From an optimization exercise on the open Yosys and OpenROAD flow, aimed at small area, a short achievable clock period and few clock cycles; shortcuts taken in it are not production practice.
Function was checked by simulation only, so behaviour that the tests miss may differ from the original.
No activity file was given, so power comes from the tool's default toggle rates.

Setup of onyx:
## lex_combination_generator_top
module lex_combination_generator_top
#(
	parameter int MAX_LIST   = 16,
	parameter int MAX_CHOOSE = 16
) (
	input  logic               clk,
	input  logic               arst_n,
	input  logic               psel,
	input  logic               penable,
	input  logic               pwrite,
	input  logic [2:0]         paddr,
	input  logic [31:0]        pwdata,
	output logic [31:0]        prdata,
	output logic               pready,
	input  logic               in_valid,
	output logic               in_stall,
	input  logic               command,
	input  logic [3:0]         load_index,
	input  logic signed [31:0] load_value,
	output logic               out_valid,
	input  logic               out_stall,
	output logic signed [31:0] elem_value,
	output logic [3:0]         elem_position,
	output logic               found,
	output logic               empty_comb,
	output logic               last
);
	logic [4:0]  n_q, k_q;
	logic [4:0]  n_eff, k_eff, wk_eff;
	logic [3:0]  n_top;
	logic [15:0] kth, wr_kth;
	logic        k_gt_n, k_zero, k_eq_n;
	logic        started_q, exh_q, has_q, fix_q;
	logic        busy_q, jsp_q, jf_q;
	logic [15:0] jm_q, nm_q;
	logic [3:0]  p_q, h_q;
	logic        ov_q, shown_q;
	logic [15:0] sel_q;
	logic [3:0]  pos_q;
	logic        fnd_q, emp_q, last_q;
	logic        cfg_wr, acc_ld, acc_nx, ol, normal, jm_ge2, spec_f, emit_n;
	logic        ld_ok, busy_d, ov_d;
	logic [3:0]  wd;
	logic [15:0] low, rest, succ;
	logic        succ_has, succ_top;
	logic [3:0]  succ_p, succ_h;
	logic [31:0] rd_val;
	logic [3:0]  rd_pos, ph, slot;
	assign n_eff  = (n_q > 5'd16) ? 5'd16 : n_q;
	assign k_eff  = (k_q > 5'd16) ? 5'd16 : k_q;
	assign wk_eff = (pwdata[4:0] > 5'd16) ? 5'd16 : pwdata[4:0];
	assign n_top  = 4'(n_eff - 5'd1);
	assign k_gt_n = k_eff > n_eff;
	assign k_eq_n = k_eff == n_eff;
	assign k_zero = k_q == 5'd0;
	always_comb begin
		for (int i = 0; i < 16; i++) begin
			kth[i]    = 5'(i) < k_q;
			wr_kth[i] = 5'(i) < pwdata[4:0];
		end
	end
	assign pready = 1'b1;
	assign prdata = {27'd0, paddr[2] ? k_q : n_q};
	assign cfg_wr = psel & penable & pwrite;
  ...
Settings: LEC_CHECK=0, CAP_MARGIN=20, CORE_MARGIN=2, CORE_UTILIZATION=55, SETUP_SLACK_MARGIN=2.75, SLEW_MARGIN=20; clock period 6.0 ns.
standard.sh (not shown) runs the stock make flow with config.mk's settings and CLKGATE_MAP_FILE= SYNTH_SCRIPT=/design/flow/synth_recipe.tcl, a recipe that flattens the netlist after the stock synthesis.
==> flow/flow/run.sh <==
#!/bin/bash
# The standard layout, except that the clock tree is built from clkbuf_8 cells and
# without dummy load cells, and the ports are buffered with buf_2 cells. Each tool's output
# goes to the ORFS logs under orfs/logs/; the make output goes to standard.log here.
set -euo pipefail
export CTS_ARGS="-sink_clustering_enable -repair_clock_nets -dont_use_dummy_load -buf_list sky130_fd_sc_hd__clkbuf_8"
export BUFFER_PORTS_ARGS="-buffer_cell sky130_fd_sc_hd__buf_2"
bash standard.sh > standard.log 2>&1
onyx: all stages complete, timing, DRC and antenna checks passed
Testbench counts of onyx, summed over its fixed seeds: cycles 17,050.
Here is what was changed in the inputs of ember compared with onyx.
-- flow/config.mk --
<<< onyx, line 9
export CORE_MARGIN = 2
export CORE_UTILIZATION = 55
export SETUP_SLACK_MARGIN = 2.75
export SLEW_MARGIN = 20
>>> ember, line 9
export CORE_MARGIN = 2
export CORE_UTILIZATION = 55
export SETUP_SLACK_MARGIN = 2.65
export SLEW_MARGIN = 20
==> run notes <==
Delta (ember minus onyx): sequential group share of total power +0.9 points; final worst setup slack -55 ps.
The register-to-register slack reported for ember is smaller than that of onyx by 70 ps.
Comparing onyx and ember, the higher area overhead of the layout relative to synthesis is on onyx.
ember vs. onyx: share of the clock period used by the worst path went up by 0.92 points; cell area went down by 3.3%.
The launching element of the worst setup path comes out load_index[0] in one run and sel_q[2] in the other, namely in ember and onyx respectively.
The following lists how maple was set up differently from ember:
==> flow/flow/run.sh <==
#!/bin/bash
# The standard layout, except that the clock tree is built from clkbuf_8 cells and
# without dummy load cells. Each tool's output goes to the ORFS logs under orfs/logs/; the
# make output goes to standard.log here.
set -euo pipefail
export CTS_ARGS="-sink_clustering_enable -repair_clock_nets -dont_use_dummy_load -buf_list sky130_fd_sc_hd__clkbuf_8"
bash standard.sh > standard.log 2>&1
-- flow/config.mk --
<<< ember, line 9
export CORE_MARGIN = 2
export CORE_UTILIZATION = 55
export SETUP_SLACK_MARGIN = 2.65
export SLEW_MARGIN = 20
>>> maple, line 9
export CORE_MARGIN = 2
export CORE_UTILIZATION = 55
export SETUP_SLACK_MARGIN = 2.75
export SLEW_MARGIN = 20
Notes after the runs:
[compare] base=ember new=maple: final critical-path required period now larger, global-route congestion overflow total comparable. The lower length of routed met3 wiring came out of ember. maple vs. ember: final cycle utilization of the critical path went up by 0.39 points. Diff maple and ember: total routed wirelength higher in maple.
diff inputs: maple => yarrow
==> flow/flow/run.sh <==
#!/bin/bash
# The standard layout, except that the clock tree is built from clkbuf_8 cells and
# without dummy load cells, and the ports are buffered with buf_2 cells. Each tool's output
# goes to the ORFS logs under orfs/logs/; the make output goes to standard.log here.
set -euo pipefail
export CTS_ARGS="-sink_clustering_enable -repair_clock_nets -dont_use_dummy_load -buf_list sky130_fd_sc_hd__clkbuf_8"
export BUFFER_PORTS_ARGS="-buffer_cell sky130_fd_sc_hd__buf_2"
bash standard.sh > standard.log 2>&1
-- flow/config.mk --
<<< maple, line 9
export CORE_MARGIN = 2
export CORE_UTILIZATION = 55
export SETUP_SLACK_MARGIN = 2.75
export SLEW_MARGIN = 20
>>> yarrow, line 9
export CORE_MARGIN = 2
export CORE_UTILIZATION = 55
export SETUP_SLACK_MARGIN = 2.58
export SLEW_MARGIN = 20
--- outcome ---
- Summary of yarrow over maple: relative slew slack now smaller, design area fell by 2500 µm², worst setup slack went down.
- Going from maple to yarrow, routed wire length shrank by more than 10%.
- maple ended up with met4 as its highest metal layer used by the detailed router; yarrow ended up with met5.

afterwards: timing with drivers on the ports:
The results above use ideal ports. As a check the final layouts listed here were re-extracted and re-timed, cells and wires unchanged. Step 1: set_driving_cell puts a clkbuf_16 on clk and a buf_2 on each other input, an assumption about the parent block. Step 2 also shifts input and output timing later by t, the mid clock arrival at the registers, as if the neighbouring blocks saw the same clock. Slacks: no drivers / after step 1 / after step 2; pairs: no drivers / after step 1.
| run | t (ns) | slack for setup (ns) | hold WS [ns] | worst data-port slew with drivers (ns) |
|---|---|---|---|---|
| onyx | 0.671 | 2.775 / 2.723 / 2.316 | 0.315 / 0.315 / 0.315 | 0.09 |
| ember | 0.678 | 2.720 / 2.686 / 2.087 | 0.316 / 0.316 / 0.316 | 0.08 |
| maple | 0.685 | 2.697 / 2.641 / 2.151 | 0.322 / 0.322 / 0.322 | 0.07 |
| yarrow | 0.670 | 2.582 / 2.531 / 2.078 | 0.321 / 0.321 / 0.321 | 0.08 |
After both steps every run listed still meets setup and hold. For ember, which loses most, drivers alone change the setup slack by -0.034 ns; drivers and shift together by -0.633 ns.
